From an optimization exercise on the open Yosys and OpenROAD flow, aimed at small area and a short achievable clock period; shortcuts taken in it are not production practice. At most, simulation tests tie the RTL to the original design; equivalence was not proved. Only the layout flow was run in runs 1 and 2; the RTL was not checked for function there. Power is estimated from default activity; no workload was simulated.

==> flow/design.v <==
`timescale 1ns/1ps
package adc_capture_pkg;
   typedef logic [14-1:0]      adc_sample_t;
   typedef logic [16-1:0]   sample_t;
   typedef logic [32-1:0]     data_word_t;
   typedef logic [4-1:0] reg_addr_t;
   typedef logic [31:0]                reg_data_t;
   typedef logic [31:0]                word_count_t;
   typedef logic [15:0]                divider_t;      
   typedef enum logic {
      PACK_LOW,
      PACK_HIGH
   } pack_state_e;
   typedef enum logic {
      TURN_CH0,
      TURN_CH1
   } merge_turn_e;
endpackage
`timescale 1ns/1ps
module sample_fifo
#(
   parameter int DEPTH_LOG2 = 4,
   parameter int W          = 28
) (
   input  logic         user_clk_out,
   input  logic         sys_rst_n,
   input  logic         push_i,      
   input  logic [W-1:0] push_data_i,
   input  logic         pop_i,       
   output logic [W-1:0] head_o,
   output logic         empty_o,
   output logic         full_o
);
   localparam int DEPTH = 1 << DEPTH_LOG2;
   logic [DEPTH-1:0][W-1:0] mem;
   logic [DEPTH_LOG2-1:0] wr_ptr_q;
   logic [DEPTH_LOG2-1:0] rd_ptr_q;
   logic [DEPTH_LOG2:0]   level_q;
   always_ff @(posedge user_clk_out) begin
      for (int i = 0; i < DEPTH; i++) begin
         if (!full_o && wr_ptr_q == DEPTH_LOG2'(i)) begin
            mem[i] <= push_data_i;
         end
      end
   end
   always_ff @(posedge user_clk_out or negedge sys_rst_n) begin
      if (!sys_rst_n) begin
         wr_ptr_q <= '0;
         rd_ptr_q <= '0;
         level_q  <= '0;
      end else begin
         if (push_i) begin
            wr_ptr_q <= wr_ptr_q + 1'b1;
         end
         if (pop_i) begin
            rd_ptr_q <= rd_ptr_q + 1'b1;
         end
         case ({push_i, pop_i})
            2'b10:   level_q <= level_q + 1'b1;
            2'b01:   level_q <= level_q - 1'b1;
            default: level_q <= level_q;
         endcase
      end
   end
   assign head_o  = mem[rd_ptr_q];
   assign empty_o = (level_q == '0);
   assign full_o  = level_q[DEPTH_LOG2];
endmodule
`timescale 1ns/1ps
module capture_channel
(
   input  logic        user_clk_out,
   input  logic        sys_rst_n,
   input  logic        enable_i,
   input  logic [15:0] divider_i,
   input  logic        count_clear_i,
   input  logic        count_load_i,
   input  logic [31:0] count_load_value_i,
   input  logic        adc_valid_i,
   input  logic [13:0] adc_sample_i,
   input  logic        pop_i,
   output logic [27:0] head_o,         
   output logic        empty_o,
   output logic        full_o,
   output logic [31:0] word_count_o,
   output logic        overflow_o
);
   logic [15:0] dec_cnt_q;
   logic        phase_q;        
   logic [13:0] low_q;
   logic        keep;
   logic        word_done;
   logic        push;
   assign keep = enable_i & adc_valid_i & (dec_cnt_q == '0);
   always_ff @(posedge user_clk_out or negedge sys_rst_n) begin
      if (!sys_rst_n) begin
         dec_cnt_q <= '0;
      end else if (!enable_i) begin
         dec_cnt_q <= '0;
      end else if (adc_valid_i) begin
         if (dec_cnt_q == '0) begin
            dec_cnt_q <= (divider_i == '0) ? 16'd0 : divider_i - 1'b1;
         end else begin
            dec_cnt_q <= dec_cnt_q - 1'b1;
         end
      end
   end
   always_ff @(posedge user_clk_out or negedge sys_rst_n) begin
      if (!sys_rst_n) begin
         phase_q <= 1'b0;
      end else if (!enable_i) begin
         phase_q <= 1'b0;
      end else if (keep) begin
         phase_q <= ~phase_q;
      end
   end
   always_ff @(posedge user_clk_out) begin
      if (!phase_q) begin
         low_q <= adc_sample_i;
      end
   end
   assign word_done = keep & phase_q;
   assign push      = word_done & ~full_o;    
   sample_fifo #(.W(28)) u_fifo (
      .user_clk_out, .sys_rst_n,
      .push_i (push), .push_data_i ({adc_sample_i, low_q}), .pop_i,
      .head_o, .empty_o, .full_o
   );
   always_ff @(posedge user_clk_out or negedge sys_rst_n) begin
      if (!sys_rst_n) begin
         word_count_o <= '0;
         overflow_o   <= 1'b0;
      end else if (count_clear_i) begin
         word_count_o <= '0;
         overflow_o   <= 1'b0;
      end else begin
         if (count_load_i) begin
            word_count_o <= count_load_value_i;
         end else if (push) begin
            word_count_o <= word_count_o + 1'b1;
         end
         if (word_done && full_o) begin
            overflow_o <= 1'b1;
         end
      end
   end
endmodule
`timescale 1ns/1ps
module host_regs
(
   input  logic        user_clk_out,
   input  logic        sys_rst_n,
   input  logic        reg_wr_i,
   input  logic        reg_rd_i,
   input  adc_capture_pkg::reg_addr_t   reg_addr_i,
   input  adc_capture_pkg::reg_data_t   reg_wdata_i,
   output adc_capture_pkg::reg_data_t   reg_rdata_o,
   output logic        reg_rvalid_o,
   output logic        ch0_enable_o,
   output logic        ch1_enable_o,
   output adc_capture_pkg::divider_t    ch0_divider_o,
   output adc_capture_pkg::divider_t    ch1_divider_o,
   output logic        ch0_count_clear_o,
   output logic        ch1_count_clear_o,
   output logic        ch0_count_load_o,
   output logic        ch1_count_load_o,
   input  adc_capture_pkg::word_count_t ch0_word_count_i,
   input  adc_capture_pkg::word_count_t ch1_word_count_i,
   input  logic        ch0_overflow_i,
   input  logic        ch1_overflow_i,
   input  logic        ch0_empty_i,
   input  logic        ch1_empty_i,
   input  logic        ch0_full_i,
   input  logic        ch1_full_i,
   output logic        stream_enable_o
);
   adc_capture_pkg::reg_data_t ch0_status;
   adc_capture_pkg::reg_data_t ch1_status;
   adc_capture_pkg::reg_data_t read_mux;
   always_ff @(posedge user_clk_out or negedge sys_rst_n) begin
      if (!sys_rst_n) begin
         ch0_enable_o    <= 1'b0;
         ch1_enable_o    <= 1'b0;
         ch0_divider_o   <= '0;
         ch1_divider_o   <= '0;
         stream_enable_o <= 1'b0;
      end else if (reg_wr_i) begin
         case (reg_addr_i)
            4'h0:    ch0_enable_o    <= reg_wdata_i[0];
            4'h1:     ch0_divider_o   <= adc_capture_pkg::divider_t'(reg_wdata_i);
            4'h4:    ch1_enable_o    <= reg_wdata_i[0];
            4'h5:     ch1_divider_o   <= adc_capture_pkg::divider_t'(reg_wdata_i);
            4'h8: stream_enable_o <= reg_wdata_i[0];
            default: ;   
         endcase
      end
   end
   assign ch0_count_clear_o = reg_wr_i & (reg_addr_i == 4'h0)
                              & reg_wdata_i[1];
   assign ch1_count_clear_o = reg_wr_i & (reg_addr_i == 4'h4)
                              & reg_wdata_i[1];
   assign ch0_count_load_o  = reg_wr_i & (reg_addr_i == 4'h3);
   assign ch1_count_load_o  = reg_wr_i & (reg_addr_i == 4'h7);
   assign ch0_status = {28'b0, ch0_overflow_i, ch0_full_i, ch0_empty_i, ch0_enable_o};
   assign ch1_status = {28'b0, ch1_overflow_i, ch1_full_i, ch1_empty_i, ch1_enable_o};
   always_comb begin
      case (reg_addr_i)
         4'h0:    read_mux = {31'b0, ch0_enable_o};
         4'h1:     read_mux = {16'b0, ch0_divider_o};
         4'h2:  read_mux = ch0_status;
         4'h3:   read_mux = ch0_word_count_i;
         4'h4:    read_mux = {31'b0, ch1_enable_o};
         4'h5:     read_mux = {16'b0, ch1_divider_o};
         4'h6:  read_mux = ch1_status;
         4'h7:   read_mux = ch1_word_count_i;
         4'h8: read_mux = {31'b0, stream_enable_o};
         default:          read_mux = '0;    
      endcase
   end
   always_ff @(posedge user_clk_out or negedge sys_rst_n) begin
      if (!sys_rst_n) begin
         reg_rdata_o  <= '0;
         reg_rvalid_o <= 1'b0;
      end else begin
         reg_rvalid_o <= reg_rd_i;
         if (reg_rd_i) begin
            reg_rdata_o <= read_mux;     
         end
      end
   end
endmodule
`timescale 1ns/1ps
module stream_merge
(
   input  logic        user_clk_out,
   input  logic        sys_rst_n,
   input  logic        stream_enable_i,
   input  logic [27:0] ch0_head_i,
   input  logic [27:0] ch1_head_i,
   input  logic        ch0_empty_i,
   input  logic        ch1_empty_i,
   output logic        ch0_pop_o,
   output logic        ch1_pop_o,
   output logic        out_valid_o,
   output logic [31:0] out_data_o,
   output logic        out_channel_o
);
   logic        turn_q;      
   logic        pick1;       
   logic [27:0] word;
   logic [27:0] data_q;
   assign pick1     = ~ch1_empty_i & (ch0_empty_i | turn_q);
   assign ch0_pop_o = stream_enable_i & ~ch0_empty_i & ~pick1;
   assign ch1_pop_o = stream_enable_i & pick1;
   always_ff @(posedge user_clk_out or negedge sys_rst_n) begin
      if (!sys_rst_n) begin
         turn_q      <= 1'b0;
         out_valid_o <= 1'b0;
      end else begin
         if (ch0_pop_o) begin
            turn_q <= 1'b1;
         end else if (ch1_pop_o) begin
            turn_q <= 1'b0;
         end
         out_valid_o <= ch0_pop_o | ch1_pop_o;
      end
   end
   assign word = pick1 ? ch1_head_i : ch0_head_i;
   always_ff @(posedge user_clk_out) begin
      data_q        <= word;
      out_channel_o <= pick1;
   end
   assign out_data_o = {data_q[27:14], 2'b00, data_q[13:0], 2'b00};
endmodule
`timescale 1ns/1ps
module adc_capture_top
(
   input  logic        user_clk_out,
   input  logic        sys_rst_n,
   input  logic        adc_valid_i,
   input  adc_capture_pkg::adc_sample_t adc_i_i,
   input  adc_capture_pkg::adc_sample_t adc_q_i,
   input  logic        reg_wr_i,
   input  logic        reg_rd_i,
   input  adc_capture_pkg::reg_addr_t   reg_addr_i,
   input  adc_capture_pkg::reg_data_t   reg_wdata_i,
   output adc_capture_pkg::reg_data_t   reg_rdata_o,
   output logic        reg_rvalid_o,
   output logic        out_valid_o,
   output adc_capture_pkg::data_word_t  out_data_o,
   output logic        out_channel_o
);
   logic        ch0_enable, ch1_enable;
   adc_capture_pkg::divider_t    ch0_divider, ch1_divider;
   logic        ch0_count_clear, ch1_count_clear;
   logic        ch0_count_load, ch1_count_load;
   adc_capture_pkg::word_count_t ch0_word_count, ch1_word_count;
   logic        ch0_overflow, ch1_overflow;
   logic        ch0_pop, ch1_pop;
   logic        ch0_empty, ch1_empty;
   logic        ch0_full, ch1_full;
   logic        stream_enable;
   logic [27:0] ch0_head28, ch1_head28;
   capture_channel u_ch0 (
      .user_clk_out, .sys_rst_n,
      .enable_i      (ch0_enable),      .divider_i   (ch0_divider),
      .count_clear_i (ch0_count_clear), .adc_valid_i (adc_valid_i),
      .count_load_i  (ch0_count_load),  .count_load_value_i (reg_wdata_i),
      .adc_sample_i  (adc_i_i),         .pop_i       (ch0_pop),
      .head_o (ch0_head28),      .empty_o     (ch0_empty),
      .full_o        (ch0_full),
      .word_count_o  (ch0_word_count),  .overflow_o  (ch0_overflow)
   );
   capture_channel u_ch1 (
      .user_clk_out, .sys_rst_n,
      .enable_i      (ch1_enable),      .divider_i   (ch1_divider),
      .count_clear_i (ch1_count_clear), .adc_valid_i (adc_valid_i),
      .count_load_i  (ch1_count_load),  .count_load_value_i (reg_wdata_i),
      .adc_sample_i  (adc_q_i),         .pop_i       (ch1_pop),
      .head_o (ch1_head28),      .empty_o     (ch1_empty),
      .full_o        (ch1_full),
      .word_count_o  (ch1_word_count),  .overflow_o  (ch1_overflow)
   );
   host_regs u_regs (
      .user_clk_out, .sys_rst_n,
      .reg_wr_i, .reg_rd_i, .reg_addr_i, .reg_wdata_i, .reg_rdata_o, .reg_rvalid_o,
      .ch0_enable_o      (ch0_enable),      .ch1_enable_o      (ch1_enable),
      .ch0_divider_o     (ch0_divider),     .ch1_divider_o     (ch1_divider),
      .ch0_count_clear_o (ch0_count_clear), .ch1_count_clear_o (ch1_count_clear),
      .ch0_count_load_o  (ch0_count_load),  .ch1_count_load_o  (ch1_count_load),
      .ch0_word_count_i  (ch0_word_count),  .ch1_word_count_i  (ch1_word_count),
      .ch0_overflow_i    (ch0_overflow),    .ch1_overflow_i    (ch1_overflow),
      .ch0_empty_i       (ch0_empty),       .ch1_empty_i       (ch1_empty),
      .ch0_full_i        (ch0_full),        .ch1_full_i        (ch1_full),
      .stream_enable_o   (stream_enable)
   );
   stream_merge u_merge (
      .user_clk_out, .sys_rst_n,
      .stream_enable_i (stream_enable),
      .ch0_head_i (ch0_head28), .ch1_head_i (ch1_head28),
      .ch0_empty_i (ch0_empty), .ch1_empty_i (ch1_empty),
      .ch0_pop_o   (ch0_pop),   .ch1_pop_o   (ch1_pop),
      .out_valid_o, .out_data_o, .out_channel_o
   );
endmodule
==> flow/run.sh <==
#!/bin/bash
# synth_recipe.tcl (not shown) runs the flow's synth.tcl, then flattens the netlist and writes it again
# the make line also repeats each setting of config.mk as NAME=value (left out here)
make -C /OpenROAD-flow-scripts/flow DESIGN_CONFIG=/design/flow/config.mk WORK_HOME=/design/flow/orfs CLKGATE_MAP_FILE= SYNTH_SCRIPT=/design/flow/synth_recipe.tcl finish
==> flow/config.mk <==
export PLATFORM = sky130hd
export DESIGN_NAME = adc_capture_top
export DESIGN_NICKNAME = adc_capture_top
export VERILOG_FILES = /design/flow/design.v
export SDC_FILE = /design/flow/constraint.sdc
export NUM_CORES = 4
export LEC_CHECK = 0
export CAP_MARGIN = 20
export CORE_MARGIN = 2
export CORE_UTILIZATION = 40
export SETUP_SLACK_MARGIN = 3.0
export SLEW_MARGIN = 20
==> flow/constraint.sdc <==
create_clock -name core_clock -period 5.0 [get_ports {user_clk_out}]
set_input_delay 1.0000 -clock core_clock [delete_from_list [all_inputs] [get_ports {user_clk_out}]]
set_output_delay 1.0000 -clock core_clock [all_outputs]
set_load 0.01 [all_outputs]
==> reports/qor.csv, run 1 <==
metric,value,unit
status,timing/DRC/antenna clean,
power,33.67,mW
core_area,0.1157,mm2
dp_slack,831.5,ps
synthCells,2631,
power.leakage,19.53,nW
syn_area,0.04644,mm2
postLayoutCellArea,0.05747,mm2
clock_sinks,1149,
ff2ff_path_depth,12,
ir_drop,0.3506,mV
postRouteAntennaNets,0,
fin_cells,4600,
grtUsageMet2,0.3317,
ys.flop_type,edfxtp_1,
synth_area_leader_cell,edfxtp_1,
drt_wl_total,126800,um
port_buffers,131,
boundaryPins,136,
grt_util_met3,0.03348,
cts_tree,built,
area_delta_synth_final,23.75,%
ys_types,75,
async_reset_ff_frac,0.1706,
row_count,125,
rsz0062_at_grt,true,
hold_class,in -> async,
clock_skew,43.56,ps
die_h,344.7,um
power_density,585.9,mW/mm2
worstMarginPinSlew,1062,ps
whs,443.4,ps
clk_pin_slew,60,ps
clk_latency,720,ps
grt_first_pass_wirelength,180600,um
grt_pass1_vias,27210,
die-area,0.1188,mm2
synth_seq_area_share,0.7156,
die_w,344.7,um
first_pass_iters,10,
slew_headroom,0.2915,
syn_area_per_cell,17.65,um2
crit_path_max_fanout,3,
globalplace.congestion,0.8617,
fill_cells,9358,
arrival,3480,ps
max_cap_violations,0,
setup_tns,0,ps
fin_util,0.4965,
grt_max_degree,112,
path_class,reg -> reg,
regArea,0.03332,mm2
root_buffer,clkbuf_16,
worstSetupEndpointType,flop,
wl_per_cell,27.57,um
hold_viol_final,0,
place_area,0.04993,mm2
first_iter_violations,2991,
met1_usage,0.2989,
fin_crit,2937,ps
slew_viol_final,0,
rr_endpoint,u_ch1.u_fifo.level_q[4]$_DFFE_PN0P_,
vias,26800,
regToRegSetupSlack,2060,ps
hpwl,67370,um
clk_path_buf_depth,3,
dpl.cell_count,4183,
overflow,0,
r2r_start,u_ch1.u_fifo.level_q[2]$_DFFE_PN0P_,
period_share,0.5874,
grtUsageTotal,0.2073,
routed_via_density,5.827,
setup_viol,0,
synth_top_area_frac,0.5975,
netlist_top_cells_area,"edfxtp_1 60%, mux4_2 12%, dfrtp_1 11%",
start_util,0.4012,
ys_warn_count,4,
synth_edf_count,924,
numCtsBuffers,113,
grt_antenna_before_repair,8,
worstPathRequired,5540,ps
nNetsFinal,3075,
start_kind,flop,
grt-busiest-layer,met2,
drc,0,
multiInputGateArea,0.01404,mm2
max_freq,0.3405,GHz
layout-drive-gt1-share,0.3483,
htreeDepth,3,
setup_ws,2063,ps
ys_ff_latch,1149,
[cells by family after synthesis]
kind of cell,after synthesis,share of synthesized area
other cells,1,0.00008075
simple gates,428,0.05009
compound gates,404,0.05453
buf+inv,212,0.01813
fa+ha+maj,27,0.007275
xor+xnor,113,0.02131
flops,1149,0.7156
mux,297,0.1329
[worst max-delay path by stage]
stage | startpoint | endpoint | depth (start not counted)
final | u_ch1.u_fifo.level_q[2]$_DFFE_PN0P_ | u_ch1.u_fifo.level_q[4]$_DFFE_PN0P_ | 12
after global routing | u_ch0.u_fifo.level_q[1]$_DFFE_PN0P_ | u_ch1.u_fifo.level_q[4]$_DFFE_PN0P_ | 12
after CTS | u_ch1.u_fifo.level_q[2]$_DFFE_PN0P_ | u_ch1.u_fifo.level_q[4]$_DFFE_PN0P_ | 12
after detailed placement | adc_valid_i | u_ch0.u_fifo.level_q[4]$_DFFE_PN0P_ | 12
after global placement | adc_valid_i | u_ch0.u_fifo.level_q[4]$_DFFE_PN0P_ | 12
after floorplan | adc_valid_i | u_ch1.u_fifo.level_q[4]$_DFFE_PN0P_ | 13
[critical path, stage by stage (launching register included)]
cell,delay (ps)
dfrtp_2,400
or3_4,380
or3_4,390
a21boi_4,170
and2_4,180
ha_4,170
xor2_1,160
ha_2,190
a211oi_2,280
a21oi_2,60
a32oi_1,190
nor2_1,90
xor2_1,140
[repair_timing]
item,CTS,global route
gates resized for setup,598,165
setup endpoints to repair,1074,568
setup buffers,119,59
hold buffers,0,0
pin swaps,86,115
gates cloned,15,12
[synthesized netlist by cell type (all sizes together), types with 14 or more instances]
cell,instances
a22oi,77
o21ai,99
nand3,43
dfrtp,196
clkbuf,109
dfxtp,29
edfxtp,924
and3,19
nand2,70
ha,27
inv,68
a31oi,33
a21oi,88
and2,28
xnor2,62
buf,35
nor2,106
mux2,38
xor2,51
nor4,23
mux4,252
nand4,32
a21boi,14
o22ai,40
nor3,40
[registers in the layout (all words and copies together) (netlist names), 28 cells and up]
name	count
u_ch1.word_count_o	32
u_merge.data_q	28
u_regs.reg_rdata_o	32
u_ch0.word_count_o	32
u_ch1.u_fifo.mem	448
u_ch0.u_fifo.mem	448
[where the power goes]
part	leakage [nW]	switching [mW]	internal [mW]
logic	6.61	6.00	5.68
registers	11.1	1.27	12.0
clock network	1.84	3.67	5.04
total	19.5	10.9	22.7
[final cells by class]
type | count | share of cell area
inverter | 68 | 0.004485
antenna | 1 | 0.00004355
timing repair buffer | 366 | 0.07194
tap | 1524 | 0.03318
sequential | 1149 | 0.5797
multi-input combinational | 1281 | 0.2443
clock buffer | 154 | 0.05419
clock inverter | 57 | 0.01208
[metal layers]
metal,vias to the layer above,part of all wire
met1,14180,0.42
met5,-,0.00023
met4,4,0.024
met2,1164,0.48
li1,11260,-
met3,202,0.074
[placed cells by master, fill, tap and decap left out, types with 19 or more instances in the layout]
master           Yosys  routed
a21oi_1             88      77
a22oi_1             77      76
a31oi_1             33      24
and2_4               0      25
buf_12               0      31
buf_16               0      21
buf_2               17      25
buf_4                4     125
buf_6                1      89
clkbuf_1           109      30
clkbuf_16            0     120
clkdlybuf4s50_1      0      61
dfrtp_1            196     172
dfrtp_2              0      19
dfxtp_2              0      21
edfxtp_1           924     924
inv_1               67      62
mux2_2              38      37
mux4_2             252     252
nand2_1             70      56
nand3_1             43      30
nand4_1             31      31
nor2_1             105      63
nor2_4               0      27
nor3_4               1      19
o21ai_0             98      77
o22ai_1             40      37
xnor2_1             62      55
xor2_1              51      49
==> run 2: changes to the inputs <==
--- a/flow/design.v
+++ b/flow/design.v
@@ -36,6 +36,7 @@
    logic [DEPTH_LOG2-1:0] wr_ptr_q;
    logic [DEPTH_LOG2-1:0] rd_ptr_q;
    logic [DEPTH_LOG2:0]   level_q;
+   logic                  empty_q, full_q;    
    always_ff @(posedge user_clk_out) begin
       for (int i = 0; i < DEPTH; i++) begin
          if (!full_o && wr_ptr_q == DEPTH_LOG2'(i)) begin
@@ -48,6 +49,8 @@
          wr_ptr_q <= '0;
          rd_ptr_q <= '0;
          level_q  <= '0;
+         empty_q  <= 1'b1;
+         full_q   <= 1'b0;
       end else begin
          if (push_i) begin
             wr_ptr_q <= wr_ptr_q + 1'b1;
@@ -56,15 +59,23 @@
             rd_ptr_q <= rd_ptr_q + 1'b1;
          end
          case ({push_i, pop_i})
-            2'b10:   level_q <= level_q + 1'b1;
-            2'b01:   level_q <= level_q - 1'b1;
-            default: level_q <= level_q;
+            2'b10: begin
+               level_q <= level_q + 1'b1;
+               empty_q <= 1'b0;
+               full_q  <= (level_q == (DEPTH_LOG2+1)'(DEPTH-1));
+            end
+            2'b01: begin
+               level_q <= level_q - 1'b1;
+               empty_q <= (level_q == (DEPTH_LOG2+1)'(1));
+               full_q  <= 1'b0;
+            end
+            default: ;
          endcase
       end
    end
    assign head_o  = mem[rd_ptr_q];
-   assign empty_o = (level_q == '0);
-   assign full_o  = level_q[DEPTH_LOG2];
+   assign empty_o = empty_q;
+   assign full_o  = full_q;
 endmodule
 `timescale 1ns/1ps
 module capture_channel
@@ -91,24 +102,24 @@
    logic        keep;
    logic        word_done;
    logic        push;
-   assign keep = enable_i & adc_valid_i & (dec_cnt_q == '0);
-   always_ff @(posedge user_clk_out or negedge sys_rst_n) begin
-      if (!sys_rst_n) begin
-         dec_cnt_q <= '0;
-      end else if (!enable_i) begin
-         dec_cnt_q <= '0;
+   logic last_q;
+   assign keep = enable_i & adc_valid_i & last_q;
+   always_ff @(posedge user_clk_out) begin
+      if (!enable_i) begin
+         dec_cnt_q <= 16'd1;
+         last_q    <= 1'b1;
       end else if (adc_valid_i) begin
-         if (dec_cnt_q == '0) begin
-            dec_cnt_q <= (divider_i == '0) ? 16'd0 : divider_i - 1'b1;
+         if (last_q) begin
+            dec_cnt_q <= {divider_i[15:1], divider_i[0] | (divider_i == '0)};
+            last_q    <= (divider_i[15:1] == '0);
          end else begin
             dec_cnt_q <= dec_cnt_q - 1'b1;
+            last_q    <= (dec_cnt_q == 16'd2);
          end
       end
    end
-   always_ff @(posedge user_clk_out or negedge sys_rst_n) begin
-      if (!sys_rst_n) begin
-         phase_q <= 1'b0;
-      end else if (!enable_i) begin
+   always_ff @(posedge user_clk_out) begin
+      if (!enable_i) begin
          phase_q <= 1'b0;
       end else if (keep) begin
          phase_q <= ~phase_q;
--- a/flow/config.mk
+++ b/flow/config.mk
@@ -8,5 +8,5 @@
 export CAP_MARGIN = 20
 export CORE_MARGIN = 2
 export CORE_UTILIZATION = 40
-export SETUP_SLACK_MARGIN = 3.0
+export SETUP_SLACK_MARGIN = 2.6
 export SLEW_MARGIN = 20
==> reports/qor.csv, run 2 <==
metric,value,unit
status,timing/DRC/antenna clean,
clk_pin_slew,60,ps
drt_wl_total,122300,um
path_class,reg -> out,
hpwl,71410,um
postLayoutCellArea,0.05512,mm2
netlist_top_cells_area,"edfxtp_1 59%, dfrtp_1 8.8%, mux4_2 8.1%",
overflow,0,
syn_area,0.04686,mm2
crit_path_top_delay_cell,dfxtp_2,
setup_tns,0,ps
critical_path.top_delay_family,flip-flops,
slew_viol_final,0,
htreeDepth,3,
synth_top_area_frac,0.5922,
synth_edf_count,924,
arrival,1360,ps
synth_seq_area_share,0.7086,
clock_skew,38.11,ps
final_cell_mix,"924 x edfxtp_1, 169 x mux4_2, 154 x nor2_1, 154 x dfrtp_1, 125 x mux2_2",
period_share,0.4716,
vias,27020,
place_area,0.05044,mm2
globalplace.congestion,0.9128,
syn_area_per_cell,16.28,um2
grt_first_pass_wirelength,181400,um
fin_crit,2358,ps
hold_viol_final,0,
synthCells,2879,
postRouteAntennaNets,0,
routed_via_density,5.753,
worstSetupEndpointType,output pin,
grtUsageTotal,0.2018,
synth.most_common_cell,edfxtp_1,
port_buffers,131,
cts_tree,built,
worstMarginPinSlew,1040,ps
area_delta_synth_final,17.63,%
clk_path_buf_depth,3,
ir_drop,0.3471,mV
root_buffer,clkbuf_16,
row_count,125,
worstPathRequired,4000,ps
ys_ff_latch,1155,
first_iter_violations,2397,
max_freq,0.4241,GHz
n_antenna_cell,0,
reg_top3,"u_ch0.u_fifo.mem (448), u_ch1.u_fifo.mem (448)",
ff2ff_path_depth,6,
slew_headroom,0.3058,
start_util,0.4032,
hold_class,in -> async,
first_pass_iters,6,
clock_sinks,1155,
layout-drive-gt1-share,0.2351,
ys.flop_type,edfxtp_1,
core_area,0.1162,mm2
power.leakage,18.43,nW
die_h,346.3,um
boundaryPins,136,
ys_warn_count,4,
critPathBufInv,1,
max_cap_violations,0,
slowest_delay,390,ps
drc,0,
crit_path_max_fanout,1,
grt_pass1_vias,27850,
power_density,573.4,mW/mm2
die-area,0.1199,mm2
clk_latency,720,ps
yosys-top-cells-count,"924 x edfxtp_1, 185 x nor2_1, 169 x mux4_2",
die_w,346.3,um
fill_cells,9752,
grt_antenna_before_repair,2,
rsz0062_at_grt,false,
cts_hold_buffers,0,
worst-path-stages,1,
start_kind,flop,
grt_max_degree,86,
numCtsBuffers,117,
setup_viol,0,
synth_area_leader_cell,edfxtp_1,
async_reset_ff_frac,0.1437,
wl_per_cell,26.04,um
nNetsFinal,3166,
worstPathCellList,dlygate4sd2_1,
power,31.61,mW
final_common_cell,edfxtp_1,
ys_types,71,
-- run 2: cell types whose count changed in the layout (fill, tap and decap cells not counted), sizes merged, moves of 49 or more --
cell / before / now
mux2: 38 / 125
mux2i: 7 / 65
a22oi: 77 / 28
buf: 296 / 132
nor2: 106 / 186
mux4: 252 / 169
-- run 2: metrics by stage --
step	utilization	cells	hold slack, ps	worst slack, ps
after floorplan	-	2882	451.9	2398
after global placement	0.4338	4422	468.9	1307
after detailed placement	0.4341	4424	484.6	1230
after CTS	0.4726	4678	383.0	2580
after global routing	0.4743	4697	403.4	2582
final	0.4743	4697	355.5	2642
-- run 2: what timing repair did --
item                       CTS  global route
pin swaps                   12             8
setup endpoints to repair  362           128
gates resized for setup    194            49
cloned                       1             0
setup buffers               32            19
-- run 2: area by class of cell --
type | instances | area (um2) | share of cell area
flip-flops and latches | 1155 | 33240 | 0.6031
repair buffers | 254 | 2434 | 0.04415
clock buffers | 148 | 3115 | 0.05652
inverters | 67 | 256.5 | 0.004653
clock inverters | 73 | 785.8 | 0.01426
well taps | 1524 | 1907 | 0.03459
multi-input cells | 1476 | 13380 | 0.2428
-- run 2: path summary, 6_finish.rpt --
| kind | startpoint | to | slack [ps] |
|---|---|---|---|
| max in group asynchronous | sys_rst_n | u_ch0.word_count_o[30]$_DFFE_PN0P_ | 3520 |
| max reg2reg | u_ch0.word_count_o[0]$_DFFE_PN0P_ | u_ch0.word_count_o[26]$_DFFE_PN0P_ | 2660 |
| min in group core_clock | u_ch0.dec_cnt_q[13]$_SDFFE_PN0P_ | u_ch0.dec_cnt_q[13]$_SDFFE_PN0P_ | 490 |
| max | u_merge.out_channel_o$_DFF_P_ | out_channel_o | 2640 |
| min reg2reg | u_ch0.dec_cnt_q[13]$_SDFFE_PN0P_ | u_ch0.dec_cnt_q[13]$_SDFFE_PN0P_ | 490 |
| min | sys_rst_n | u_regs.ch0_divider_o[3]$_DFFE_PN0P_ | 360 |
-- run 2: cells by family after synthesis --
kind of cell    after synthesis  share of synthesized area
mux                         359                     0.1252
fa+ha+maj                    26                   0.006943
simple gates                538                    0.05784
compound gates              482                    0.06788
flops                      1155                     0.7086
other cells                   1                 0.00008003
buf+inv                     251                    0.02094
xor+xnor                     67                    0.01252
-- run 2: power breakdown --
part | internal [mW] | leakage [nW] | switching (mW)
sequential | 12.4 | 11.0 | 1.24
combinational | 3.85 | 5.47 | 5.32
clock | 5.09 | 1.90 | 3.72
total | 21.3 | 18.4 | 10.3
-- run 2: per-layer routing --
layer  vias up  GRT usage  part of all wire
met5         -          0                 0
li1      11790          -                 -
met1     14060     0.2758              0.43
met2       962     0.3287              0.48
met4         0    0.06408             0.032
met3       210    0.03567             0.064
==> run 3: changes to the inputs <==
--- a/flow/design.v
+++ b/flow/design.v
@@ -19,8 +19,8 @@
 `timescale 1ns/1ps
 module sample_fifo
 #(
-   parameter int DEPTH_LOG2 = 4,
-   parameter int W          = 28
+   parameter int DEPTH = 16,
+   parameter int W     = 28
 ) (
    input  logic         user_clk_out,
    input  logic         sys_rst_n,
@@ -31,51 +31,39 @@
    output logic         empty_o,
    output logic         full_o
 );
-   localparam int DEPTH = 1 << DEPTH_LOG2;
-   logic [DEPTH-1:0][W-1:0] mem;
-   logic [DEPTH_LOG2-1:0] wr_ptr_q;
-   logic [DEPTH_LOG2-1:0] rd_ptr_q;
-   logic [DEPTH_LOG2:0]   level_q;
-   logic                  empty_q, full_q;    
-   always_ff @(posedge user_clk_out) begin
+   logic [W-1:0]     mem [DEPTH];
+   logic [DEPTH-1:0] lvl_q;
+   logic [DEPTH:0]   lvl_x;
+   logic [DEPTH-1:0] sel_hold, sel_next, sel_in;
+   assign lvl_x = {1'b0, lvl_q};
+   always_comb begin
       for (int i = 0; i < DEPTH; i++) begin
-         if (!full_o && wr_ptr_q == DEPTH_LOG2'(i)) begin
-            mem[i] <= push_data_i;
-         end
+         sel_hold[i] = ~pop_i & lvl_x[i];
+         sel_next[i] =  pop_i & lvl_x[i+1];
+         sel_in[i]   = ~sel_hold[i] & ~sel_next[i];
+      end
+   end
+   always_ff @(posedge user_clk_out) begin
+      for (int i = 0; i < DEPTH-1; i++) begin
+         mem[i] <= ({W{sel_hold[i]}} & mem[i])
+                 | ({W{sel_next[i]}} & mem[i+1])
+                 | ({W{sel_in[i]}}   & push_data_i);
       end
+      mem[DEPTH-1] <= ({W{sel_hold[DEPTH-1]}} & mem[DEPTH-1])
+                    | ({W{sel_in[DEPTH-1]}}   & push_data_i);
    end
    always_ff @(posedge user_clk_out or negedge sys_rst_n) begin
       if (!sys_rst_n) begin
-         wr_ptr_q <= '0;
-         rd_ptr_q <= '0;
-         level_q  <= '0;
-         empty_q  <= 1'b1;
-         full_q   <= 1'b0;
-      end else begin
-         if (push_i) begin
-            wr_ptr_q <= wr_ptr_q + 1'b1;
-         end
-         if (pop_i) begin
-            rd_ptr_q <= rd_ptr_q + 1'b1;
-         end
-         case ({push_i, pop_i})
-            2'b10: begin
-               level_q <= level_q + 1'b1;
-               empty_q <= 1'b0;
-               full_q  <= (level_q == (DEPTH_LOG2+1)'(DEPTH-1));
-            end
-            2'b01: begin
-               level_q <= level_q - 1'b1;
-               empty_q <= (level_q == (DEPTH_LOG2+1)'(1));
-               full_q  <= 1'b0;
-            end
-            default: ;
-         endcase
+         lvl_q <= '0;
+      end else if (push_i & ~pop_i) begin
+         lvl_q <= {lvl_q[DEPTH-2:0], 1'b1};
+      end else if (pop_i & ~push_i) begin
+         lvl_q <= {1'b0, lvl_q[DEPTH-1:1]};
       end
    end
-   assign head_o  = mem[rd_ptr_q];
-   assign empty_o = empty_q;
-   assign full_o  = full_q;
+   assign head_o  = mem[0];
+   assign empty_o = ~lvl_q[0];
+   assign full_o  = lvl_q[DEPTH-1];
 endmodule
 `timescale 1ns/1ps
 module capture_channel
--- a/flow/config.mk
+++ b/flow/config.mk
@@ -8,5 +8,7 @@
 export CAP_MARGIN = 20
 export CORE_MARGIN = 2
 export CORE_UTILIZATION = 40
+export CTS_CLUSTER_DIAMETER = 100
+export CTS_CLUSTER_SIZE = 20
 export SETUP_SLACK_MARGIN = 2.6
 export SLEW_MARGIN = 20
==> reports/qor.csv, run 3 <==
metric,value,unit
met2_length,56240,um
synth_seq_area_share,0.5484,
place_area,0.04788,mm2
wl_met3,5402,um
final_cell_mix,"1,778 x nand2_1, 893 x dfxtp_1, 878 x a22oi_1, 165 x dfrtp_1, 110 x o21ai_0",
grt_first_pass_wirelength,194600,um
cts_hold_buffers,0,
root_buffer,clkbuf_16,
clock_skew,24.16,ps
crit_path_top_delay_cell,dfrtp_1,
port_buffers,131,
hold-path-cell-count,2,
setup_tns,0,ps
rsz0062_at_grt,true,
critical_path.top_delay_family,flip-flops,
synthMuxAreaShare,0.02320,
overflow,0,
power_frac_clock,0.282,
ir_drop,0.2809,mV
hold_class,reg -> reg,
clk_pin_slew,90,ps
critPathBufInv,1,
synth_area_leader_cell,dfxtp_1,
intPower,14.76,mW
synthCells,5067,
synth.most_common_cell,nand2_1,
vias,35200,
grt_max_degree,105,
async_reset_ff_frac,0.1452,
hpwl,80460,um
seq_power_share,0.588,
hold_viol_final,0,
first_pass_iters,5,
start_util,0.4032,
reg_top3,"u_ch0.u_fifo.mem (420), u_ch1.u_fifo.mem (420)",
nNetsFinal,5066,
power_density,414.7,mW/mm2
ff2ff_path_depth,8,
grtUsageTotal,0.2057,
synth_top_area_frac,0.4000,
status,timing/DRC/antenna clean,
drt_wl_total,121600,um
ys_warn_count,5,
yosys-top-cells-count,"1,782 x nand2_1, 905 x dfxtp_1, 878 x a22oi_1",
ys_types,64,
syn_area,0.04530,mm2
ys.flop_type,dfxtp_1,
clk_path_buf_depth,3,
synth_top_family_by_area,compound AO/OA/AOI/OAI gates,
synth-xor-area-share,0.01199,
boundaryPins,136,
maxUsedRoutingLayer,met5,
netlist_top_cells_area,"dfxtp_1 40%, nand2_1 15%, a22oi_1 15%",
cts_tree,built,
ys_ff_latch,1157,
layout-drive-gt1-share,0.07460,
power.leakage,22.08,nW
p_sw,6.088,mW
power,20.84,mW
fin_crit,2366,ps
worstMarginPinSlew,1156,ps
htreeDepth,3,
postRouteAntennaNets,0,
clk_latency,660,ps
path_class,reg -> out,
setup_viol,0,
row_count,123,
slowest_delay,410,ps
globalplace.congestion,0.8785,
routed_via_density,5.391,
syn_area_per_cell,8.940,um2
start_kind,flop,
max_cap_violations,0,
die_h,340.5,um
holdPathEnd,u_ch1.u_fifo.mem[14][13]$_DFF_P_,
worstPathRequired,4000,ps
die_w,340.5,um
regToRegSetupSlack,2710,ps
postLayoutCellArea,0.05026,mm2
area_delta_synth_final,10.96,%
arrival,1370,ps
final_common_cell,nand2_1,
die-area,0.1160,mm2
synth-simple-area-share,0.1862,
slew_headroom,0.2271,
grt_pass1_vias,33020,
period_share,0.4732,
numCtsBuffers,68,
worstSetupEndpointType,output pin,
core_area,0.1123,mm2
rr_endpoint,u_ch0.u_fifo.mem[12][15]$_DFF_P_,
clock_sinks,1157,
r2r_start,u_ch0.u_fifo.lvl_q[0]$_DFFE_PN0P_,
grt_antenna_before_repair,1,
wl_per_cell,18.62,um
max_freq,0.4227,GHz
power_switching_share,0.2921,
fin_util,0.4474,
drt-met1-wl,56570,um
combPwrFrac,0.130,
first_iter_violations,2875,
synth_fa_ha_area_frac,0.002210,
slew_viol_final,0,
worstPathCellList,dlygate4sd2_1,
synth_edf_count,84,
drc,0,
synth-compound-area-share,0.1896,
crit_path_max_fanout,2,
==> run 3: cell types whose count changed after synthesis, moves of 29 or more <==
cell      before   now
nor2_1       185    90
a21oi_1      117    53
a22oi_1       28   878
edfxtp_1     924    84
dfxtp_1       65   905
mux2i_1       65    33
and3_1        11    43
a21boi_0       0    29
mux4_2       169     0
nand2_1       80  1782
mux2_2       125    64
clkbuf_1     152   364
==> run 3: routing by layer <==
layer | GRT usage | vias to the layer above
met2 | 0.3352 | 738
met5 | 0 | -
met4 | 0.05874 | 2
met1 | 0.2854 | 16770
met3 | 0.02796 | 195
li1 | - | 17490
==> run 3: cells by family after synthesis <==
kind of cell	count (synthesis)
compound gates	1198
xor+xnor	62
fa+ha+maj	8
buf+inv	449
flops	1157
mux	97
other cells	1
simple gates	2095
==> run 3: cell type report <==
type	count	area (um2)
Sequential cell	1157	24870
Antenna cell	2	5.005
Clock inverter	6	67.56
Clock buffer	102	1936
Inverter	52	195.2
Timing Repair Buffer	241	2103
Multi-Input combinational cell	3469	19210
Fill cell	10840	62080
Tap cell	1500	1877
==> run 3: per-stage QoR <==
stage                     instances  setup WS, ps  hold slack [ps]
after global routing           6527          2591            482.9
after floorplan                5070          2580            432.1
after CTS                      6516          2600            452.5
final                          6529          2634            460.4
after detailed placement       6399          1401            445.1
after global placement         6399          1422            434.9
==> run 3: worst max-delay path by stage <==
stage	cells past startpoint	start	end	slack, ps
after floorplan	5	adc_valid_i	u_ch1.word_count_o[6]$_DFFE_PN0P_	2580
after global placement	5	reg_addr_i[3]	u_ch1.word_count_o[0]$_DFFE_PN0P_	1420
after detailed placement	5	reg_addr_i[3]	u_ch1.word_count_o[0]$_DFFE_PN0P_	1400
after CTS	1	u_regs.reg_rdata_o[5]$_DFFE_PN0P_	reg_rdata_o[5]	2600
after global routing	6	u_ch0.last_q$_SDFFE_PN1P_	u_ch0.u_fifo.lvl_q[7]$_DFFE_PN0P_	2590
final	1	u_regs.reg_rdata_o[5]$_DFFE_PN0P_	reg_rdata_o[5]	2630
==> run 3: tightest hold or removal path, delay by kind of cell (launching register included) <==
kind	cells	cell delay, ps
flops	1	330
compound gates	1	60
simple gates	1	50
==> run 3: repair_timing <==
item                       in CTS  in global routing
pin swaps                       6                  5
gates resized for setup       157                 26
gates cloned                    3                  2
setup buffers                   6                  9
setup endpoints to repair    1107                467
==> run 3: power groups by stage <==
stage          Sequential, mW  Clock (mW)  Combinational (mW)
2_1_floorplan            11.7           0                1.94
3_3_place_gp             12.4           0                2.71
3_5_place_dp             12.4           0                2.79
4_1_cts                  12.2        6.04                2.74
5_1_grt                  12.4        6.36                3.10
6_report                 12.3        5.88                2.72
==> run 4: changes to the inputs <==
--- a/flow/config.mk
+++ b/flow/config.mk
@@ -8,7 +8,5 @@
 export CAP_MARGIN = 20
 export CORE_MARGIN = 2
 export CORE_UTILIZATION = 40
-export CTS_CLUSTER_DIAMETER = 100
-export CTS_CLUSTER_SIZE = 20
 export SETUP_SLACK_MARGIN = 2.6
 export SLEW_MARGIN = 20
==> reports/qor.csv, run 4 <==
metric,value,unit
synthMuxAreaShare,0.02320,
whs,407.4,ps
area_delta_synth_final,15.53,%
worstPathRequired,4000,ps
power_density,461.3,mW/mm2
final_cell_mix,"1,778 x nand2_1, 893 x dfxtp_1, 878 x a22oi_1, 165 x dfrtp_1, 123 x clkbuf_16",
setup_viol,0,
start_util,0.4032,
power,24.14,mW
slew_headroom,0.2441,
ys_types,64,
arrival,1370,ps
hpwl,80460,um
status,timing/DRC/antenna clean,
drc,0,
hold_viol_final,0,
syn_area_per_cell,8.940,um2
grt-busiest-layer,met2,
synthCells,5067,
power.leakage,23.04,nW
first_iter_violations,2868,
setup_tns,0,ps
crit_path_top_delay_cell,dfxtp_2,
synth_top_family_by_area,compound AO/OA/AOI/OAI gates,
max_cap_violations,0,
boundaryPins,136,
drt_wl_total,122600,um
die_h,340.5,um
synth_seq_area_share,0.5484,
synth-xor-area-share,0.01199,
postRouteAntennaNets,0,
clk_latency,710,ps
clock_skew,23.71,ps
nNetsFinal,5111,
fin_util,0.4658,
die-area,0.1160,mm2
postLayoutCellArea,0.05234,mm2
vias,35600,
grt_pass1_vias,33580,
clk_path_buf_depth,3,
ir_drop,0.2930,mV
path_class,reg -> out,
ys_warn_count,5,
core_area,0.1123,mm2
critPathBufInv,1,
grtUsageMet2,0.3387,
slowest_delay,400,ps
slew_viol_final,0,
rsz0062_at_grt,false,
row_count,123,
dp_slack,1401,ps
overflow,0,
setup_ws,2635,ps
met1_usage,0.2804,
synth_edf_count,84,
die_w,340.5,um
cts_hold_buffers,0,
worstPathCellList,clkdlybuf4s15_1,
r2r_start,u_regs.stream_enable_o$_DFFE_PN0P_,
first_pass_iters,6,
synth_area_leader_cell,dfxtp_1,
synth-simple-area-share,0.1862,
critical_path.top_delay_family,flip-flops,
max_freq,0.4228,GHz
fill_cells,10650,
wl_per_cell,18.46,um
start_kind,flop,
final_common_cell,nand2_1,
worstSetupEndpointType,output pin,
ys_ff_latch,1157,
synth.most_common_cell,nand2_1,
globalplace.congestion,0.8785,
synth_top_area_frac,0.4000,
synth-compound-area-share,0.1896,
cp-startpoint,u_merge.data_q[4]$_DFF_P_,
numCtsBuffers,118,
netlist_top_cells_area,"dfxtp_1 40%, nand2_1 15%, a22oi_1 15%",
fin_cells,6640,
reg_top3,"u_ch0.u_fifo.mem (420), u_ch1.u_fifo.mem (420)",
grt_first_pass_wirelength,196100,um
root_buffer,clkbuf_16,
syn_area,0.04530,mm2
worstMarginPinSlew,1130,ps
dpl.cell_count,6399,
async_reset_ff_frac,0.1452,
place_area,0.04788,mm2
grtUsageTotal,0.2077,
yosys-top-cells-count,"1,782 x nand2_1, 905 x dfxtp_1, 878 x a22oi_1",
grt_max_degree,105,
cts_tree,built,
htreeDepth,3,
grt_util_met3,0.03710,
port_buffers,131,
routed_via_density,5.362,
crit_path_max_fanout,1,
hold_class,in -> async,
clk_pin_slew,60,ps
layout-drive-gt1-share,0.09593,
clock_sinks,1157,
grt_antenna_before_repair,4,
period_share,0.4730,
synth_fa_ha_area_frac,0.002210,
fin_crit,2365,ps
ys.flop_type,dfxtp_1,
run 4: cell counts after synthesis:
Identical to the previous run, type by type.
run 4: report_power, final:
part	total [mW]	internal (mW)	switching (mW)	leakage, nW
clock network	9.14	5.36	3.78	2.01
logic	2.72	1.21	1.50	10.4
registers	12.3	10.8	1.43	10.7
run 4: per-layer routing:
metal  part of all wire  wire [um]
met3              0.053       6477
met5                  0          0
met4              0.029       3505
met2               0.46      56750
met1               0.46      55860
run 4: cell type report:
| class | count | area, um2 | share of cell area |
|---|---|---|---|
| Timing Repair Buffer | 236 | 2078 | 0.03971 |
| Clock buffer | 182 | 3630 | 0.06936 |
| Inverter | 52 | 195.2 | 0.003730 |
| Antenna cell | 1 | 2.502 | 0.00004781 |
| Tap cell | 1500 | 1877 | 0.03586 |
| Multi-Input combinational cell | 3469 | 19210 | 0.3671 |
| Clock inverter | 43 | 461.7 | 0.008822 |
| Sequential cell | 1157 | 24880 | 0.4754 |
run 4: logic make-up after synthesis:
group	after synthesis
multiplexers	97
XOR/XNOR	62
flip-flops	1157
AO/OA/AOI/OAI	1198
other	1
buffers and inverters	449
adder cells (fa/ha/maj)	8
AND/OR/NAND/NOR	2095
run 4: path summary, 6_finish.rpt:
check | end | slack, ps | cells after the start
worst max-delay path | out_data_o[6] | 2630 | 1
max in group asynchronous | u_ch0.u_fifo.lvl_q[0]$_DFFE_PN0P_ | 3640 | 2
worst min-delay path | u_regs.ch1_divider_o[11]$_DFFE_PN0P_ | 410 | 1
worst min register to register | u_ch1.u_fifo.mem[0][26]$_DFF_P_ | 450 | 2
min in group core_clock | u_ch1.u_fifo.mem[0][26]$_DFF_P_ | 450 | 2
worst max register to register | u_ch0.u_fifo.mem[14][12]$_DFF_P_ | 2730 | 8
run 4: repair_timing:
action,in CTS,in global routing
gates resized for setup,192,34
cloned,3,2
setup buffers,6,4
pin swaps,7,4
endpoints found under the setup margin,1100,447
==> run 5: changes to the inputs <==
--- a/flow/design.v
+++ b/flow/design.v
@@ -90,24 +90,24 @@
    logic        keep;
    logic        word_done;
    logic        push;
-   logic last_q;
-   assign keep = enable_i & adc_valid_i & last_q;
-   always_ff @(posedge user_clk_out) begin
-      if (!enable_i) begin
-         dec_cnt_q <= 16'd1;
-         last_q    <= 1'b1;
+   assign keep = enable_i & adc_valid_i & (dec_cnt_q == '0);
+   always_ff @(posedge user_clk_out or negedge sys_rst_n) begin
+      if (!sys_rst_n) begin
+         dec_cnt_q <= '0;
+      end else if (!enable_i) begin
+         dec_cnt_q <= '0;
       end else if (adc_valid_i) begin
-         if (last_q) begin
-            dec_cnt_q <= {divider_i[15:1], divider_i[0] | (divider_i == '0)};
-            last_q    <= (divider_i[15:1] == '0);
+         if (dec_cnt_q == '0) begin
+            dec_cnt_q <= (divider_i == '0) ? 16'd0 : divider_i - 1'b1;
          end else begin
             dec_cnt_q <= dec_cnt_q - 1'b1;
-            last_q    <= (dec_cnt_q == 16'd2);
          end
       end
    end
-   always_ff @(posedge user_clk_out) begin
-      if (!enable_i) begin
+   always_ff @(posedge user_clk_out or negedge sys_rst_n) begin
+      if (!sys_rst_n) begin
+         phase_q <= 1'b0;
+      end else if (!enable_i) begin
          phase_q <= 1'b0;
       end else if (keep) begin
          phase_q <= ~phase_q;
@@ -120,7 +120,7 @@
    end
    assign word_done = keep & phase_q;
    assign push      = word_done & ~full_o;    
-   sample_fifo #(.W(28)) u_fifo (
+   sample_fifo #(.DEPTH(16), .W(28)) u_fifo (
       .user_clk_out, .sys_rst_n,
       .push_i (push), .push_data_i ({adc_sample_i, low_q}), .pop_i,
       .head_o, .empty_o, .full_o
@@ -246,7 +246,6 @@
 );
    logic        turn_q;      
    logic        pick1;       
-   logic [27:0] word;
    logic [27:0] data_q;
    assign pick1     = ~ch1_empty_i & (ch0_empty_i | turn_q);
    assign ch0_pop_o = stream_enable_i & ~ch0_empty_i & ~pick1;
@@ -264,9 +263,8 @@
          out_valid_o <= ch0_pop_o | ch1_pop_o;
       end
    end
-   assign word = pick1 ? ch1_head_i : ch0_head_i;
    always_ff @(posedge user_clk_out) begin
-      data_q        <= word;
+      data_q        <= pick1 ? ch1_head_i : ch0_head_i;
       out_channel_o <= pick1;
    end
    assign out_data_o = {data_q[27:14], 2'b00, data_q[13:0], 2'b00};
@@ -306,7 +304,7 @@
       .count_clear_i (ch0_count_clear), .adc_valid_i (adc_valid_i),
       .count_load_i  (ch0_count_load),  .count_load_value_i (reg_wdata_i),
       .adc_sample_i  (adc_i_i),         .pop_i       (ch0_pop),
-      .head_o (ch0_head28),      .empty_o     (ch0_empty),
+      .head_o        (ch0_head28),      .empty_o     (ch0_empty),
       .full_o        (ch0_full),
       .word_count_o  (ch0_word_count),  .overflow_o  (ch0_overflow)
    );
@@ -316,7 +314,7 @@
       .count_clear_i (ch1_count_clear), .adc_valid_i (adc_valid_i),
       .count_load_i  (ch1_count_load),  .count_load_value_i (reg_wdata_i),
       .adc_sample_i  (adc_q_i),         .pop_i       (ch1_pop),
-      .head_o (ch1_head28),      .empty_o     (ch1_empty),
+      .head_o        (ch1_head28),      .empty_o     (ch1_empty),
       .full_o        (ch1_full),
       .word_count_o  (ch1_word_count),  .overflow_o  (ch1_overflow)
    );
@@ -336,7 +334,7 @@
    stream_merge u_merge (
       .user_clk_out, .sys_rst_n,
       .stream_enable_i (stream_enable),
-      .ch0_head_i (ch0_head28), .ch1_head_i (ch1_head28),
+      .ch0_head_i  (ch0_head28),  .ch1_head_i  (ch1_head28),
       .ch0_empty_i (ch0_empty), .ch1_empty_i (ch1_empty),
       .ch0_pop_o   (ch0_pop),   .ch1_pop_o   (ch1_pop),
       .out_valid_o, .out_data_o, .out_channel_o
--- a/flow/config.mk
+++ b/flow/config.mk
@@ -8,5 +8,5 @@
 export CAP_MARGIN = 20
 export CORE_MARGIN = 2
 export CORE_UTILIZATION = 40
-export SETUP_SLACK_MARGIN = 2.6
+export SETUP_SLACK_MARGIN = 3.0
 export SLEW_MARGIN = 20
==> reports/qor.csv, run 5 <==
metric,value,unit
die-area,0.1175,mm2
crit_path_max_fanout,8,
clock_skew,42.60,ps
synth_area_leader_cell,dfxtp_1,
row_count,124,
arrival,3260,ps
critPathBufInv,1,
die_w,342.7,um
first_pass_iters,8,
ys_types,64,
area_delta_synth_final,25.38,%
n_antenna_cell,0,
boundaryPins,136,
regToRegSetupSlack,2350,ps
critical_path.top_delay_family,simple AND/OR/NAND/NOR gates,
status,timing/DRC/antenna clean,
ff2ff_path_depth,7,
synth_edf_count,84,
drt_wl_total,138900,um
overflow,0,
clk_path_buf_depth,3,
ys_warn_count,5,
postRouteAntennaNets,0,
netlist_top_cells_area,"dfxtp_1 38%, nand2_1 15%, a22oi_1 14%",
hpwl,85230,um
cts_tree,built,
hold_viol_final,0,
max_freq,0.3770,GHz
nNetsFinal,5499,
async_reset_ff_frac,0.1749,
root_buffer,clkbuf_16,
ys.flop_type,dfxtp_1,
setup_tns,0,ps
final_cell_mix,"1,859 x nand2_1, 853 x a22oi_1, 852 x dfxtp_1, 181 x dfrtp_1, 155 x buf_4",
synth.most_common_cell,nand2_1,
grt_antenna_before_repair,2,
grt_max_degree,109,
period_share,0.5304,
drc,0,
clk_latency,730,ps
clock_sinks,1155,
path_class,reg -> reg,
first_iter_violations,3469,
core_area,0.1140,mm2
r2r_start,u_ch0.dec_cnt_q[10]$_DFFE_PN0P_,
start_kind,flop,
routed_via_density,5.491,
whs,308.7,ps
rr_endpoint,u_ch0.dec_cnt_q[9]$_DFFE_PN0P_,
clk_pin_slew,60,ps
worstSetupEndpointType,flop,
final_common_cell,nand2_1,
ys_ff_latch,1155,
power_density,487.0,mW/mm2
power.leakage,25.63,nW
vias,38620,
yosys-top-cells-count,"1,877 x nand2_1, 869 x dfxtp_1, 862 x a22oi_1",
die_h,342.7,um
grtUsageTotal,0.2250,
setup_viol,0,
layout-drive-gt1-share,0.1724,
numCtsBuffers,120,
worstMarginPinSlew,1026,ps
syn_area_per_cell,8.803,um2
grt_first_pass_wirelength,213800,um
syn_area,0.04590,mm2
globalplace.congestion,0.8833,
wl_per_cell,19.74,um
max_cap_violations,0,
grt_pass1_vias,36330,
port_buffers,131,
start_util,0.4025,
hold_class,in -> async,
htreeDepth,3,
reg_top3,"u_ch0.u_fifo.mem (420), u_ch1.u_fifo.mem (420)",
synth_top_area_frac,0.3790,
slew_viol_final,0,
ir_drop,0.3127,mV
worstPathCellList,or4b_1 > or4_4 > buf_12 > a31oi_4 > nand2_1 > or4_1 > a21boi_1,
rsz0062_at_grt,true,
crit_path_top_delay_cell,or4b_1,
worstPathRequired,5610,ps
fin_crit,2652,ps
slowest_delay,580,ps
synth_seq_area_share,0.5441,
synthCells,5214,
slew_headroom,0.3137,
-- run 5: cell count changes after synthesis, sizes merged, moves of 11 or more --
cell	delta
dfxtp	-36
mux2	-27
a22oi	-16
a21oi	+23
a21boi	-11
dfrtp	+34
xnor2	+16
and2	+12
nor3	+29
nand2	+95
nand3	+17
-- run 5: where the power goes --
part / internal (mW) / switching, mW / total (mW)
combinational: 2.62 / 3.27 / 5.89
sequential: 11.1 / 1.66 / 12.8
clock: 5.50 / 3.84 / 9.34
total: 19.3 / 8.77 / 28.0
-- run 5: kinds of logic (layout without fill, tap and decap cells) --
logic type,Yosys count,after routing,synth area share
compound gates,1197,1200,0.1855
xor+xnor,68,68,0.01298
fa+ha+maj,10,10,0.002726
buf+inv,444,725,0.03672
flops,1155,1155,0.5441
mux,74,74,0.01715
other cells,1,4,0.00008170
simple gates,2265,2285,0.2008
-- run 5: what timing repair did --
item,CTS,global route
resized for setup,574,256
hold buffers,0,0
setup endpoints to repair,1172,915
buffers inserted,102,102
pin swaps,109,113
gates cloned,27,21
-- run 5: metrics by stage --
stage          instances  power, mW  utilization  area (um2)  worst slack, ps
2_1_floorplan       5217      15.20            -       46840             2498
3_5_place_dp        6558      17.11       0.4291       48930             1314
6_report            7033      28.03       0.5047       57550             2348
5_1_grt             7033      29.31       0.5047       57550             2296
3_3_place_gp        6558      17.00       0.4289       48910             1382
4_1_cts             6910      27.36       0.4841       55200             2349
-- run 5: area by class of cell --
type | count | area [um2]
fill | 10250 | 56490
sequential | 1155 | 25020
multi-input combinational | 3641 | 21330
timing repair buffer | 441 | 4856
clock buffer | 185 | 3701
tap | 1512 | 1892
clock inverter | 38 | 484.2
inverter | 60 | 254.0
timing repair inverter | 1 | 11.26
-- run 5: per-layer routing --
layer | share of wire | vias up | routed length (um) | track usage
met2 | 0.48 | 1048 | 67050 | 0.3786
met1 | 0.44 | 18650 | 60990 | 0.3041
met4 | 0.024 | 2 | 3292 | 0.05967
met3 | 0.054 | 234 | 7515 | 0.02953
li1 | - | 18690 | - | -
met5 | 0.000094 | - | 13 | 0
-- run 5: worst max-delay path by stage --
stage                               startpoint                            endpoint  slack [ps]  cells past startpoint
3_3_place_gp                     reg_addr_i[2]  u_ch1.word_count_o[24]$_DFFE_PN0P_        1380                      6
2_1_floorplan   u_ch0.dec_cnt_q[2]$_DFFE_PN0P_      u_ch0.dec_cnt_q[9]$_DFFE_PN0P_        2500                      7
5_1_grt        u_ch0.dec_cnt_q[10]$_DFFE_PN0P_  u_ch0.word_count_o[28]$_DFFE_PN0P_        2300                      7
3_5_place_dp                     reg_addr_i[2]  u_ch1.word_count_o[24]$_DFFE_PN0P_        1310                      6
4_1_cts         u_ch0.dec_cnt_q[1]$_DFFE_PN0P_  u_ch0.word_count_o[24]$_DFFE_PN0P_        2350                      9
6_report       u_ch0.dec_cnt_q[10]$_DFFE_PN0P_      u_ch0.dec_cnt_q[9]$_DFFE_PN0P_        2350                      7
==> run 6: changes to the inputs <==
--- a/flow/config.mk
+++ b/flow/config.mk
@@ -8,5 +8,4 @@
 export CAP_MARGIN = 20
 export CORE_MARGIN = 2
 export CORE_UTILIZATION = 40
-export SETUP_SLACK_MARGIN = 3.0
 export SLEW_MARGIN = 20
==> reports/qor.csv, run 6 <==
metric,value,unit
postLayoutCellArea,0.05261,mm2
rr_endpoint,u_ch0.u_fifo.lvl_q[9]$_DFFE_PN0P_,
slew_headroom,0.2801,
path_common_cell,nand2_1,
worstMarginPinSlew,1080,ps
cp-startpoint,reg_addr_i[2],
path_class,in -> reg,
nNetsFinal,5260,
maxUsedRoutingLayer,met4,
drc,0,
grt_max_degree,117,
vias,36420,
area_delta_synth_final,14.62,%
status,timing/DRC/antenna clean,
clock_sinks,1155,
root_buffer,clkbuf_16,
slowest_delay,830,ps
htreeDepth,3,
wl_per_cell,18.31,um
fin_util,0.4613,
grt_antenna_before_repair,1,
hold_viol_final,0,
worstPathCellList,clkdlybuf4s50_1 > nand2_1 > nor2_1 > nand2_1 > mux2_2,
synth_edf_count,84,
synth_area_leader_cell,dfxtp_1,
rsz0062_at_grt,false,
whs,335.3,ps
hold_class,in -> async,
met2_length,59010,um
start_kind,input pin,
routed_via_density,5.359,
grt_first_pass_wirelength,198900,um
slew_viol_final,0,
synthCells,5214,
crit_path_top_delay_cell,clkdlybuf4s50_1,
grt_pass1_vias,34640,
clock_skew,38.69,ps
layout-drive-gt1-share,0.07137,
synth.most_common_cell,nand2_1,
dp_slack,1008,ps
grtUsageTotal,0.2077,
fin_cells,6795,
final_cell_mix,"1,877 x nand2_1, 869 x dfxtp_1, 862 x a22oi_1, 202 x dfrtp_1, 130 x clkdlybuf4s50_1",
globalplace.congestion,0.9135,
worst-path-stages,5,
arrival,3930,ps
clk_path_buf_depth,3,
numCtsBuffers,120,
setup_tns,0,ps
crit_path_max_fanout,16,
async_reset_ff_frac,0.1749,
max_cap_violations,0,
worstPathRequired,5560,ps
die_w,342.7,um
post_cts_buffers,0,
place_area,0.04850,mm2
core_area,0.1140,mm2
wl_met3,6027,um
cts_hold_buffers,0,
hpwl,84520,um
postRouteAntennaNets,0,
fill_cells,10790,
power,25.70,mW
setup_viol,0,
ys_warn_count,5,
cts_tree,built,
dpl.cell_count,6568,
row_count,124,
r2r_start,u_ch0.dec_cnt_q[7]$_DFFE_PN0P_,
ir_drop,0.3246,mV
netlist_top_cells_area,"dfxtp_1 38%, nand2_1 15%, a22oi_1 14%",
synth_seq_area_share,0.5441,
power_density,488.6,mW/mm2
synth_top_area_frac,0.3790,
regToRegSetupSlack,1740,ps
syn_area,0.04590,mm2
reg_top3,"u_ch0.u_fifo.mem (420), u_ch1.u_fifo.mem (420)",
ys_types,64,
start_util,0.4025,
max_freq,0.2967,GHz
clk_pin_slew,60,ps
critPathBufInv,1,
overflow,0,
port_buffers,131,
power.leakage,23.24,nW
clk_latency,720,ps
first_iter_violations,2767,
yosys-top-cells-count,"1,877 x nand2_1, 869 x dfxtp_1, 862 x a22oi_1",
period_share,0.6741,
syn_area_per_cell,8.803,um2
critical_path.top_delay_family,simple AND/OR/NAND/NOR gates,
worstSetupEndpointType,flop,
ff2ff_path_depth,7,
drt_wl_total,124400,um
ys_ff_latch,1155,
setup_ws,1629,ps
ys.flop_type,dfxtp_1,
boundaryPins,136,
cp-endpoint,u_regs.ch1_divider_o[5]$_DFFE_PN0P_,
die_h,342.7,um
cts_resized,0,
die-area,0.1175,mm2
fin_crit,3371,ps
final_common_cell,nand2_1,
first_pass_iters,6,
drt-met1-wl,56430,um
==> run 6: kinds of logic (layout without fill, tap and decap cells) <==
family | Yosys count | in the layout | synth area share
and+or+nand+nor | 2265 | 2265 | 0.2008
other | 1 | 5 | 0.00008170
buffers and inverters | 444 | 509 | 0.03672
AOI/OAI and AO/OA | 1197 | 1197 | 0.1855
DFF | 1155 | 1155 | 0.5441
muxes | 74 | 74 | 0.01715
adders and majority gates | 10 | 10 | 0.002726
xor gates and xnor gates | 68 | 68 | 0.01298
==> run 6: final cells by class <==
type,instances,area [um2],share of cell area
diodes,1,2.502,0.00004757
clock buffers,187,3638,0.06916
flip-flops and latches,1155,24970,0.4747
well taps,1512,1892,0.03596
multi-input cells,3618,19420,0.3692
clock inverters,36,390.4,0.007420
repair buffers,226,2064,0.03924
inverters,60,225.2,0.004281
==> run 6: worst min-delay path by stage <==
stage / startpoint / endpoint / slack, ps
2_1_floorplan: u_ch1.u_fifo.mem[0][0]$_DFF_P_ / u_merge.data_q[0]$_DFF_P_ / 420
4_1_cts: sys_rst_n / u_regs.reg_rdata_o[30]$_DFFE_PN0P_ / 390
3_5_place_dp: u_ch0.u_fifo.mem[0][13]$_DFF_P_ / u_merge.data_q[13]$_DFF_P_ / 430
5_1_grt: sys_rst_n / u_regs.reg_rdata_o[30]$_DFFE_PN0P_ / 400
3_3_place_gp: flop / u_ch0.u_fifo.mem[14][17]$_DFF_P_ / 430
6_report: sys_rst_n / u_regs.reg_rdata_o[30]$_DFFE_PN0P_ / 340
==> run 6: power by group <==
part / switching [mW] / internal (mW)
Clock: 3.79 / 5.21
Sequential: 1.56 / 11.1
Combinational: 2.45 / 1.58
==> run 6: per-layer routing <==
metal  GRT usage  vias up
li1            -    18130
met1      0.2782    17340
met2      0.3443      761
met3     0.03607      184
met4     0.05839        0
met5           0        -

## static timing again, ports no longer ideal
The results above use ideal ports. As a check the final layouts listed here were re-extracted and re-timed, cells and wires unchanged. Step 1 (the two cells are an assumption about what drives the block):
set clk [get_ports {user_clk_out}]
set_driving_cell -lib_cell sky130_fd_sc_hd__clkbuf_16 $clk
set_driving_cell -lib_cell sky130_fd_sc_hd__buf_2 [delete_from_list [all_inputs] $clk]
Step 2, shift: input delay + t, output delay - t, t = (earliest + latest rising clock arrival at the registers) / 2. This alone moves slack from input paths to output paths. Three values: ideal, step 1, step 2; two values: the first two.
run | t, ns | slack for setup (ns) | worst hold slack (ns)
run 1 | 0.759 | 2.063 / 2.063 / 1.735 | 0.443 / 0.412 / 0.489
run 2 | 0.768 | 2.642 / 2.570 / 1.954 | 0.356 / 0.335 / 0.493
run 3 | 0.722 | 2.634 / 2.566 / 2.039 | 0.460 / 0.441 / 0.460
run 4 | 0.766 | 2.635 / 2.565 / 2.029 | 0.407 / 0.375 / 0.454
run 5 | 0.778 | 2.348 / 2.348 / 1.796 | 0.309 / 0.289 / 0.448
run 6 | 0.774 | 1.629 / 1.676 / 0.902 | 0.335 / 0.309 / 0.441
After both steps every run listed still meets setup and hold. For run 6, which loses most, drivers alone change the setup slack by +0.047 ns; drivers and shift together by -0.727 ns.
